From an optimization exercise on the open Yosys and OpenROAD flow, aimed at small area, a short achievable clock period and few clock cycles per item; shortcuts taken in it are not production practice.
RTL that was checked went through simulation tests only; none was proved equivalent to the original.
Power and IR drop assume default switching activity.

== before ==
==> flow/design.v <==
package aud_dma_pkg;
    typedef enum logic [1:0] {
        ST_IDLE = 2'd0,
        ST_REQ  = 2'd1,
        ST_DATA = 2'd2
    } dma_state_t;
    localparam logic [2:0]  AXI_SIZE_64    = 3'd3;
    localparam logic [1:0]  AXI_BURST_INCR = 2'b01;
    localparam int unsigned BYTES_PER_BEAT = 8;
    function automatic logic [31:0] burst_bytes(input logic [4:0] beats);
        burst_bytes = {27'd0, beats} * BYTES_PER_BEAT;
    endfunction
endpackage
module audio_rd_dma #(
    parameter int              ID_W        = 4,
    parameter logic [ID_W-1:0] AXI_ID      = 1,
    parameter int              BURST_BEATS = 8,
    parameter int              FIFO_DEPTH  = 32
) (
    input  logic            gclk,
    input  logic            gresetn,
    input  logic            cfg_start,
    input  logic            cfg_stop,
    input  logic [31:0]     cfg_base,
    input  logic [15:0]     cfg_words,
    input  logic            cfg_loop,
    output logic            busy,
    output logic            done,
    output logic            err,
    output logic [ID_W-1:0] aid,
    output logic [31:0]     aaddr,
    output logic            avalid,
    output logic            awrite,
    output logic [3:0]      alen,
    output logic [2:0]      asize,
    output logic [1:0]      aburst,
    input  logic            aready,
    input  logic [ID_W-1:0] rid,
    input  logic [63:0]     rdata,
    input  logic            rlast,
    input  logic            rvalid,
    output logic            rready,
    output logic [63:0]     smp_data,
    output logic            smp_valid,
    input  logic            smp_ready
);
    localparam logic [1:0] MAX_OUT = 2'd3;
    logic [25:0] aaddr_r;      
    logic [12:0] whi_r;        
    logic [2:0]  llen_r;       
    logic [12:0] rem_r;        
    logic        full_r;       
    logic        lastq_r;      
    logic        loop_r;
    logic        busy_r, done_r, err_r, stop_r, avalid_r;
    logic        prd_r;        
    logic [1:0]  oc_r;         
    logic [2:0]  db_r;         
    logic        start_s, stop_now_s, acc_s, act_s, beat_s, id_ok_s;
    logic        last_burst_s, last_exp_s, cmp_s;
    logic        nat_end_s, stop_end_s, restart_s, adv_s;
    logic [12:0] addr_b_s;
    logic        addr_ci_s;
    logic [13:0] lo_sum_s;
    logic [12:0] hi_inc_s, hi_dec_s, hi_nxt_s;
    logic [12:0] rem_nxt_s;
    assign start_s    = cfg_start & ~busy_r;
    assign stop_now_s = busy_r & (cfg_stop | stop_r);
    assign acc_s      = avalid_r & aready;
    assign act_s      = (oc_r != 2'd0);
    assign id_ok_s    = (rid == AXI_ID);
    assign beat_s     = rvalid & smp_ready & act_s;
    assign last_burst_s = prd_r & (oc_r == 2'd1);
    assign last_exp_s   = (db_r == 3'd7) | (last_burst_s & (db_r == llen_r));
    assign cmp_s        = beat_s & last_exp_s;
    assign nat_end_s  = cmp_s & last_burst_s & ~loop_r;
    assign stop_end_s = stop_now_s & ~avalid_r & (oc_r == 2'd0);
    assign restart_s  = prd_r & loop_r & ~stop_now_s & (oc_r == 2'd0);
    assign addr_b_s  = prd_r ? ~whi_r : 13'd0;
    assign addr_ci_s = prd_r ? full_r : 1'b1;
    assign lo_sum_s  = {1'b0, aaddr_r[12:0]} + {1'b0, addr_b_s} + {13'd0, addr_ci_s};
    assign hi_inc_s  = aaddr_r[25:13] + 13'd1;
    assign hi_dec_s  = aaddr_r[25:13] - 13'd1;
    always_comb begin
        case ({prd_r, lo_sum_s[13]})
            2'b01:   hi_nxt_s = hi_inc_s;
            2'b10:   hi_nxt_s = hi_dec_s;
            default: hi_nxt_s = aaddr_r[25:13];
        endcase
    end
    assign rem_nxt_s = prd_r ? whi_r : rem_r - 13'd1;
    assign adv_s     = acc_s | restart_s;
    always_ff @(posedge gclk or negedge gresetn) begin
        if (!gresetn) begin
            busy_r   <= 1'b0;
            done_r   <= 1'b0;
            err_r    <= 1'b0;
            stop_r   <= 1'b0;
            avalid_r <= 1'b0;
            prd_r    <= 1'b0;
            oc_r     <= 2'd0;
            db_r     <= 3'd0;
        end else begin
            case ({acc_s, cmp_s})
                2'b10:   oc_r <= oc_r + 2'd1;
                2'b01:   oc_r <= oc_r - 2'd1;
                default: oc_r <= oc_r;
            endcase
            stop_r <= ~start_s & (stop_r | cfg_stop);
            if (start_s) begin
                busy_r   <= (cfg_words != 16'd0);
                done_r   <= (cfg_words == 16'd0);
                err_r    <= 1'b0;
                avalid_r <= (cfg_words != 16'd0);
                prd_r    <= 1'b0;
            end else begin
                busy_r <= busy_r & ~nat_end_s & ~stop_end_s;
                done_r <= nat_end_s & ~stop_now_s;
                if (beat_s & (~id_ok_s | (rlast != last_exp_s))) begin
                    err_r <= 1'b1;
                end
                if (avalid_r) begin
                    avalid_r <= ~aready;
                end else begin
                    avalid_r <= busy_r & ~stop_now_s & ~prd_r & (oc_r != MAX_OUT);
                end
                if (acc_s & lastq_r) begin
                    prd_r <= 1'b1;
                end else if (restart_s) begin
                    prd_r <= 1'b0;
                end
            end
            if (beat_s) begin
                db_r <= last_exp_s ? 3'd0 : db_r + 3'd1;
            end
        end
    end
    always_ff @(posedge gclk) begin
        if (start_s) begin
            aaddr_r <= cfg_base[31:6];
            whi_r   <= cfg_words[15:3];
            llen_r  <= cfg_words[2:0] - 3'd1;
            full_r  <= (cfg_words[2:0] == 3'd0);
            rem_r   <= cfg_words[15:3];
            lastq_r <= (cfg_words[15:3] == {12'd0, (cfg_words[2:0] == 3'd0)});
            loop_r  <= cfg_loop;
        end else if (adv_s) begin
            aaddr_r <= {hi_nxt_s, lo_sum_s[12:0]};
            rem_r   <= rem_nxt_s;
            lastq_r <= (rem_nxt_s == {12'd0, full_r});
        end
    end
    assign busy      = busy_r;
    assign done      = done_r;
    assign err       = err_r;
    assign aid       = AXI_ID;
    assign aaddr     = {aaddr_r, 6'd0};
    assign avalid    = avalid_r;
    assign awrite    = 1'b0;
    assign alen      = lastq_r ? {1'b0, llen_r} : 4'd7;
    assign asize     = aud_dma_pkg::AXI_SIZE_64;
    assign aburst    = aud_dma_pkg::AXI_BURST_INCR;
    assign rready    = smp_ready & act_s;
    assign smp_data  = rdata;
    assign smp_valid = rvalid & id_ok_s & act_s;
endmodule
clock: 5.5 ns
lec_check: 0
cap_margin: 20
core_margin: 2
core_utilization: 60
setup_slack_margin: 2.5
slew_margin: 20
standard.sh (not shown) runs the stock make flow with config.mk's settings and CLKGATE_MAP_FILE= SYNTH_SCRIPT=/design/flow/synth_recipe.tcl, a recipe that flattens the netlist after the stock synthesis.
==> flow/flow/run.sh <==
#!/bin/bash
# Layout with the standard.sh (ORFS), with two changes:
#  - synthesis runs flow/my_synth.tcl: synth_recipe.tcl's steps, except that
#    the ABC mapping uses Yosys's default ABC script with a delay target
#    (registers are mapped exactly as in the standard synthesis);
#  - extra ORFS settings passed as make variables (see below).
# Each tool's output goes to standard.log (ORFS keeps per-step logs in orfs/logs).
set -euo pipefail
export MY_ABC_NOSCRIPT=1 MY_ABC_D=2000
bash standard.sh SYNTH_SCRIPT=$PWD/flow/my_synth.tcl ADDER_MAP_FILE= BUFFER_PORTS_ARGS="-buffer_cell sky130_fd_sc_hd__buf_1" finish > standard.log 2>&1
==> flow/flow/my_synth.tcl <==
proc synth {args} { yosys synth -nofsm -noshare {*}$args }
# Map with a custom ABC script instead of the speed script.
proc abc {args} {
  set i [lsearch -exact $args -script]
  if {$i >= 0 && [info exists ::env(MY_ABC_SCRIPT)]} { lset args [expr {$i+1}] $::env(MY_ABC_SCRIPT) }
  if {[info exists ::env(MY_ABC_D)]} { set j [lsearch -exact $args -D]; if {$j>=0} {lset args [expr {$j+1}] $::env(MY_ABC_D)} }
  if {[info exists ::env(MY_ABC_NOSCRIPT)]} { set i [lsearch -exact $args -script]; set args [lreplace $args $i [expr {$i+1}]] }
  if {[info exists ::env(MY_ABC_NOD)]} { set j [lsearch -exact $args -D]; if {$j>=0} {set args [lreplace $args $j [expr {$j+1}]]} }
  puts "MYABC: $args"
  yosys abc {*}$args
}
source $::env(SCRIPTS_DIR)/synth.tcl
# left out here: clear keep_hierarchy, flatten, clean up, hide names made inside functions, write 1_2_yosys.v
before finished all stages; however, its layout fails the closing checks, the failures being setup timing.
Here is what was changed in the inputs of after compared with before.
--- a/flow/flow/run.sh
+++ b/flow/flow/run.sh
@@ -7,4 +7,4 @@
 # Each tool's output goes to standard.log (ORFS keeps per-step logs in orfs/logs).
 set -euo pipefail
-export MY_ABC_NOSCRIPT=1 MY_ABC_D=2000
+export MY_ABC_NOSCRIPT=1 MY_ABC_D=3000
 bash standard.sh SYNTH_SCRIPT=$PWD/flow/my_synth.tcl ADDER_MAP_FILE= BUFFER_PORTS_ARGS="-buffer_cell sky130_fd_sc_hd__buf_1" finish > standard.log 2>&1
Results
- Switching part of the total came out exactly the same in after and before.
- after completed end to end; final checks failed (setup timing).
- From before to after, synthesized area per cell did not move at all.
- Final hold slack: before vs after identical
- Between after and before, the latest clock arrival within the worst-skew pair figures differ only marginally.
Function was not checked in any run of this note: the RTL went through the layout flow alone.

audio_rd_dma, a different RTL version from the one above (not shown whole).
For scale: about 69 flip-flops.
Design audio_rd_dma, start of the top module:
module audio_rd_dma #(
    parameter int              ID_W        = 4,
    parameter logic [ID_W-1:0] AXI_ID      = 1,
    parameter int              BURST_BEATS = 8,
    parameter int              FIFO_DEPTH  = 32
) (
    input  logic            gclk,
    input  logic            gresetn,
    input  logic            cfg_start,
    input  logic            cfg_stop,
    input  logic [31:0]     cfg_base,
    input  logic [15:0]     cfg_words,
    input  logic            cfg_loop,
    output logic            busy,
    output logic            done,
    output logic            err,
    output logic [ID_W-1:0] aid,
    output logic [31:0]     aaddr,
    output logic            avalid,
    output logic            awrite,
    output logic [3:0]      alen,
    output logic [2:0]      asize,
    output logic [1:0]      aburst,
    input  logic            aready,
    input  logic [ID_W-1:0] rid,
    input  logic [63:0]     rdata,
    input  logic            rlast,
    input  logic            rvalid,
    output logic            rready,
    output logic [63:0]     smp_data,
    output logic            smp_valid,
    input  logic            smp_ready
);
Settings: LEC_CHECK=0, CAP_MARGIN=20, CORE_MARGIN=2, CORE_UTILIZATION=60, SETUP_SLACK_MARGIN=2.5, SLEW_MARGIN=20; clock period 5.5 ns.
==> flow/flow/run.sh <==
#!/bin/bash
# Standard ORFS layout (the standard.sh, standard synthesis unchanged) with
# extra ORFS settings passed as make variables.
set -euo pipefail
bash standard.sh BUFFER_PORTS_ARGS="-buffer_cell sky130_fd_sc_hd__buf_2" RECOVER_POWER=100 finish > standard.log 2>&1
The starting point finished with capacitance limit, slew limit left.
Next try:
==> flow/run.sh (new file) <==
#!/bin/bash
# synth_recipe.tcl (not shown) runs the flow's synth.tcl, then flattens the netlist and writes it again
# the make line also repeats each setting of config.mk as NAME=value (left out here)
make -C /OpenROAD-flow-scripts/flow DESIGN_CONFIG=/design/flow/config.mk WORK_HOME=/design/flow/orfs CLKGATE_MAP_FILE= SYNTH_SCRIPT=/design/flow/synth_recipe.tcl finish
removed: flow/flow/run.sh
removed: flow/standard.sh
With this change the flow finished clean; synthesized area is unchanged; routed wire length is higher by 5.0%; synthesized cell count is unchanged; setup slack improved by 0.83 ns; first-iteration DRC count rose by 46%.
Function was not checked in any run of this note: the RTL went through the layout flow alone.

Starting RTL as in the previous note.
==> flow/config.mk <==
export PLATFORM = sky130hd
export DESIGN_NAME = audio_rd_dma
export DESIGN_NICKNAME = audio_rd_dma
export VERILOG_FILES = /design/flow/design.v
export SDC_FILE = /design/flow/constraint.sdc
export NUM_CORES = 4
export LEC_CHECK = 0
export ABC_CLOCK_PERIOD_IN_PS = 1500
export CAP_MARGIN = 20
export CORE_MARGIN = 2
export CORE_UTILIZATION = 60
export SETUP_SLACK_MARGIN = 2.5
export SLEW_MARGIN = 20
==> flow/constraint.sdc <==
create_clock -name core_clock -period 5.5 [get_ports {gclk}]
set_input_delay 1.1000 -clock core_clock [delete_from_list [all_inputs] [get_ports {gclk}]]
set_output_delay 1.1000 -clock core_clock [all_outputs]
set_load 0.01 [all_outputs]
run.sh (not shown) runs the stock make flow with config.mk's settings and CLKGATE_MAP_FILE= SYNTH_SCRIPT=/design/flow/synth_recipe.tcl, a recipe that flattens the netlist after the stock synthesis.
Stock flow here: none of the scripts above is used.
The first run produced a clean layout.
Next try:
==> flow/flow/run.sh (new file) <==
#!/bin/bash
# Layout with the standard.sh (ORFS), with two changes:
#  - synthesis runs flow/my_synth.tcl: synth_recipe.tcl's steps, except that
#    the ABC mapping uses Yosys's default ABC script with a delay target
#    (registers are mapped exactly as in the standard synthesis);
#  - extra ORFS settings passed as make variables (see below).
# Each tool's output goes to standard.log (ORFS keeps per-step logs in orfs/logs).
set -euo pipefail
export MY_ABC_NOSCRIPT=1 MY_ABC_D=3000
bash standard.sh SYNTH_SCRIPT=$PWD/flow/my_synth.tcl BUFFER_PORTS_ARGS="-buffer_cell sky130_fd_sc_hd__buf_1" finish > standard.log 2>&1
==> flow/flow/my_synth.tcl (new file) <==
proc synth {args} { yosys synth -nofsm -noshare {*}$args }
# Map with a custom ABC script instead of the speed script.
proc abc {args} {
  set i [lsearch -exact $args -script]
  if {$i >= 0 && [info exists ::env(MY_ABC_SCRIPT)]} { lset args [expr {$i+1}] $::env(MY_ABC_SCRIPT) }
  if {[info exists ::env(MY_ABC_D)]} { set j [lsearch -exact $args -D]; if {$j>=0} {lset args [expr {$j+1}] $::env(MY_ABC_D)} }
  if {[info exists ::env(MY_ABC_NOSCRIPT)]} { set i [lsearch -exact $args -script]; set args [lreplace $args $i [expr {$i+1}]] }
  if {[info exists ::env(MY_ABC_NOD)]} { set j [lsearch -exact $args -D]; if {$j>=0} {set args [lreplace $args $j [expr {$j+1}]]} }
  puts "MYABC: $args"
  yosys abc {*}$args
}
source $::env(SCRIPTS_DIR)/synth.tcl
# left out here: clear keep_hierarchy, flatten, clean up, hide names made inside functions, write 1_2_yosys.v
==> flow/standard.sh (new file) <==
#!/bin/bash
# synth_recipe.tcl (not shown) runs the flow's synth.tcl, then flattens the netlist and writes it again
# the make line also repeats each setting of config.mk as NAME=value (left out here)
make -C /OpenROAD-flow-scripts/flow DESIGN_CONFIG=/design/flow/config.mk WORK_HOME=/design/flow/orfs CLKGATE_MAP_FILE= SYNTH_SCRIPT=/design/flow/synth_recipe.tcl "${@:-finish}"
ABC_CLOCK_PERIOD_IN_PS = not set   (was 1500)
removed: flow/run.sh
Flip-flop and latch count does not change.
Die area decreases by a little under a tenth.
Total power decreases by roughly a tenth.
Synthesized area decreases by a little under a tenth.
Via count decreases by about a fifth.
Global-route usage decreases by 3.7 points.
Wire length decreases by about a fifth.
Next try:
==> flow/run.sh (new file) <==
#!/bin/bash
# synth_recipe.tcl (not shown) runs the flow's synth.tcl, then flattens the netlist and writes it again
# the make line also repeats each setting of config.mk as NAME=value (left out here)
make -C /OpenROAD-flow-scripts/flow DESIGN_CONFIG=/design/flow/config.mk WORK_HOME=/design/flow/orfs CLKGATE_MAP_FILE= SYNTH_SCRIPT=/design/flow/synth_recipe.tcl finish
SETUP_SLACK_MARGIN = 2.3   (was 2.5)
removed: flow/flow/run.sh
removed: flow/flow/my_synth.tcl
removed: flow/standard.sh
The new run produced a clean layout.
Clock-buffer cell count grows by 4.
Total power grows by 8.3%.
Design area grows by 8.1%.
Worst setup slack gains 1200 ps.
Routed wire length grows by 25%.
Combinational power grows by 11%.
Function was not checked in any run of this note: the RTL went through the layout flow alone.

Another version of the RTL of audio_rd_dma (not shown whole).
Size: roughly 69 flip-flops, ~240 I/O pins, roughly 4800 um^2 of cells after synthesis.
Design audio_rd_dma, start of the top module:
module audio_rd_dma #(
    parameter int              ID_W        = 4,
    parameter logic [ID_W-1:0] AXI_ID      = 1,
    parameter int              BURST_BEATS = 8,
    parameter int              FIFO_DEPTH  = 32
) (
    input  logic            gclk,
    input  logic            gresetn,
    input  logic            cfg_start,
    input  logic            cfg_stop,
    input  logic [31:0]     cfg_base,
    input  logic [15:0]     cfg_words,
    input  logic            cfg_loop,
    output logic            busy,
    output logic            done,
    output logic            err,
    output logic [ID_W-1:0] aid,
    output logic [31:0]     aaddr,
    output logic            avalid,
    output logic            awrite,
    output logic [3:0]      alen,
    output logic [2:0]      asize,
    output logic [1:0]      aburst,
    input  logic            aready,
    input  logic [ID_W-1:0] rid,
    input  logic [63:0]     rdata,
    input  logic            rlast,
    input  logic            rvalid,
    output logic            rready,
    output logic [63:0]     smp_data,
    output logic            smp_valid,
    input  logic            smp_ready
);
Settings: LEC_CHECK=0, CAP_MARGIN=20, CORE_MARGIN=2, CORE_UTILIZATION=50, SETUP_SLACK_MARGIN=2.8, SLEW_MARGIN=20; clock period 5.5 ns.
standard.sh (not shown) runs the stock make flow with config.mk's settings and CLKGATE_MAP_FILE= SYNTH_SCRIPT=/design/flow/synth_recipe.tcl, a recipe that flattens the netlist after the stock synthesis.
==> flow/flow/run.sh <==
#!/bin/bash
# Layout with the standard.sh (ORFS), with these changes:
#  - synthesis runs flow/my_synth.tcl: synth_recipe.tcl's steps (same Yosys
#    synth -nofsm -noshare, flatten and renaming), except the ABC calls: the
#    design is mapped with flow/abc_map.script, and the small combinational
#    module aud_smp_gate (kept as its own module until the final flatten via
#    SYNTH_KEEP_MODULES) with flow/abc_gate.script; no adder map. Registers
#    are mapped exactly as in the standard synthesis;
#  - port buffers are buf_1, tie cells are not duplicated, CTS settings.
# Output goes to standard.log (ORFS keeps per-step logs under orfs/logs).
set -euo pipefail
export MY_ABC_SCRIPT=$PWD/flow/abc_map.script MY_GATE_SCRIPT=$PWD/flow/abc_gate.script
bash standard.sh SYNTH_SCRIPT=$PWD/flow/my_synth.tcl SYNTH_KEEP_MODULES=aud_smp_gate ADDER_MAP_FILE= SKIP_REPAIR_TIE_FANOUT=1 BUFFER_PORTS_ARGS="-buffer_cell sky130_fd_sc_hd__buf_1" CTS_ARGS="-sink_clustering_enable -repair_clock_nets -dont_use_dummy_load -buf_list sky130_fd_sc_hd__clkbuf_8" finish > standard.log 2>&1
==> flow/flow/abc_gate.script <==
strash; dch; map -D 50
==> flow/flow/abc_map.script <==
&get -n; &st; &dch; &nf -D 1500; &put
==> flow/flow/my_synth.tcl <==
proc synth {args} { yosys synth -nofsm -noshare {*}$args }
# ABC mapping: the design with flow/abc_map.script; the sample-path gating
# module (kept apart by SYNTH_KEEP_MODULES until the flatten below) with
# flow/abc_gate.script, a delay-driven mapping.
proc abc {args} {
  set i [lsearch -exact $args -script]
  set j [lsearch -exact $args -D]
  if {$j >= 0} { set args [lreplace $args $j [expr {$j+1}]] }
  set main [lreplace $args [expr {$i+1}] [expr {$i+1}] $::env(MY_ABC_SCRIPT)]
  set gate [lreplace $args [expr {$i+1}] [expr {$i+1}] $::env(MY_GATE_SCRIPT)]
  puts "MYABC main: $main"
  yosys abc {*}$main $::env(DESIGN_NAME)
  puts "MYABC gate: $gate"
  yosys abc {*}$gate aud_smp_gate
}
source $::env(SCRIPTS_DIR)/synth.tcl
# left out here: clear keep_hierarchy, flatten, clean up, hide names made inside functions, write 1_2_yosys.v
Testbench counts at the start, summed over its fixed seeds: cycles 12,335, items 9,450.
Next try:
--- a/flow/config.mk
+++ b/flow/config.mk
@@ -9,4 +9,4 @@
 export CORE_MARGIN = 2
-export CORE_UTILIZATION = 50
-export SETUP_SLACK_MARGIN = 2.8
+export CORE_UTILIZATION = 60
+export SETUP_SLACK_MARGIN = 3.0
 export SLEW_MARGIN = 20
Worst setup slack improves by 0.023 ns.
Core utilization came out higher by 11 points.
Wire length came out higher by 3.3%.
Hold slack improves by 0.010 ns.
Non-clock buffer count came out higher by 2.
Global-route usage came out higher by 5.1 points.
Total power came out higher by 2.0%.
Next try:
==> flow/flow/abc_map.script (replaced) <==
&get -n; &st; &dch; &nf -R 1000; &put
--- a/flow/config.mk
+++ b/flow/config.mk
@@ -10,3 +10,3 @@
 export CORE_UTILIZATION = 60
-export SETUP_SLACK_MARGIN = 3.0
+export SETUP_SLACK_MARGIN = 2.8
 export SLEW_MARGIN = 20
Result:
- The new run finished clean
- core utilization increases by 0.32 points
- wire length decreases by 6.6%
- register-to-register slack stays flat
- power decreases by 2.4%
- synthesized cell count increases by 0.58%
- count of clock-buffer cells in the layout does not change
- first-iteration DRC count decreases by 15%
- area after synthesis decreases by 2.6%
- sequential share of layout area increases by 0.39 points
Next try:
==> flow/flow/abc_map.script (replaced) <==
strash; dch; map -a; topo
=>
- hold slack is worse by 0.014 ns
- non-clock buffer count increases by 18
- total power increases by a few percent
- setup slack is worse by 0.22 ns
- first-iteration DRC count increases by well over a third
- die area increases by a few percent

==> port drivers added, routing unchanged <==
How much do the figures lean on ideal ports? The routed layouts below were timed once more, with nothing changed but the port constraints. Step 1 (the two cells are an assumption about what drives the block):
set clk [get_ports {gclk}]
set_driving_cell -lib_cell sky130_fd_sc_hd__clkbuf_16 $clk
set_driving_cell -lib_cell sky130_fd_sc_hd__buf_2 [delete_from_list [all_inputs] $clk]
Step 2 also shifts input and output timing later by t, the mid clock arrival at the registers, as if the neighbouring blocks saw the same clock. Three values: ideal ports, drivers, drivers and shift; two values: the first two.
run	t (ns)	slack for setup (ns)	worst setup path after step 2	clock arrival spread, ns	cell pins on the clock port's net
before	0.386	-0.245 / -0.245 / -0.245	register to register	0.009 / 0.008	1
after	0.386	-0.245 / -0.245 / -0.245	register to register	0.009 / 0.008	1
the first run of note 2	0.374	1.536 / 1.536 / 1.394	input to register	0.015 / 0.015	1
the second run of note 2	0.376	2.364 / 2.333 / 2.230	input to register	0.014 / 0.014	1
the first run of note 3	0.376	2.364 / 2.333 / 2.230	input to register	0.014 / 0.014	1
the second run of note 3	0.367	1.080 / 1.080 / 1.080	register to register	0.009 / 0.009	1
the third run of note 3	0.383	2.325 / 2.304 / 2.139	input to register	0.013 / 0.013	1
the first run of note 4	0.361	2.809 / 2.770 / 2.592	input to register	0.023 / 0.023	1
the second run of note 4	0.365	2.831 / 2.802 / 2.790	input to register	0.024 / 0.024	1
the third run of note 4	0.359	2.825 / 2.786 / 2.637	input to register	0.024 / 0.024	1
the fourth run of note 4	0.358	2.603 / 2.603 / 2.603	register to register	0.026 / 0.026	1
For the first run of note 4, which loses most, drivers alone change the setup slack by -0.039 ns; drivers and shift together by -0.217 ns.
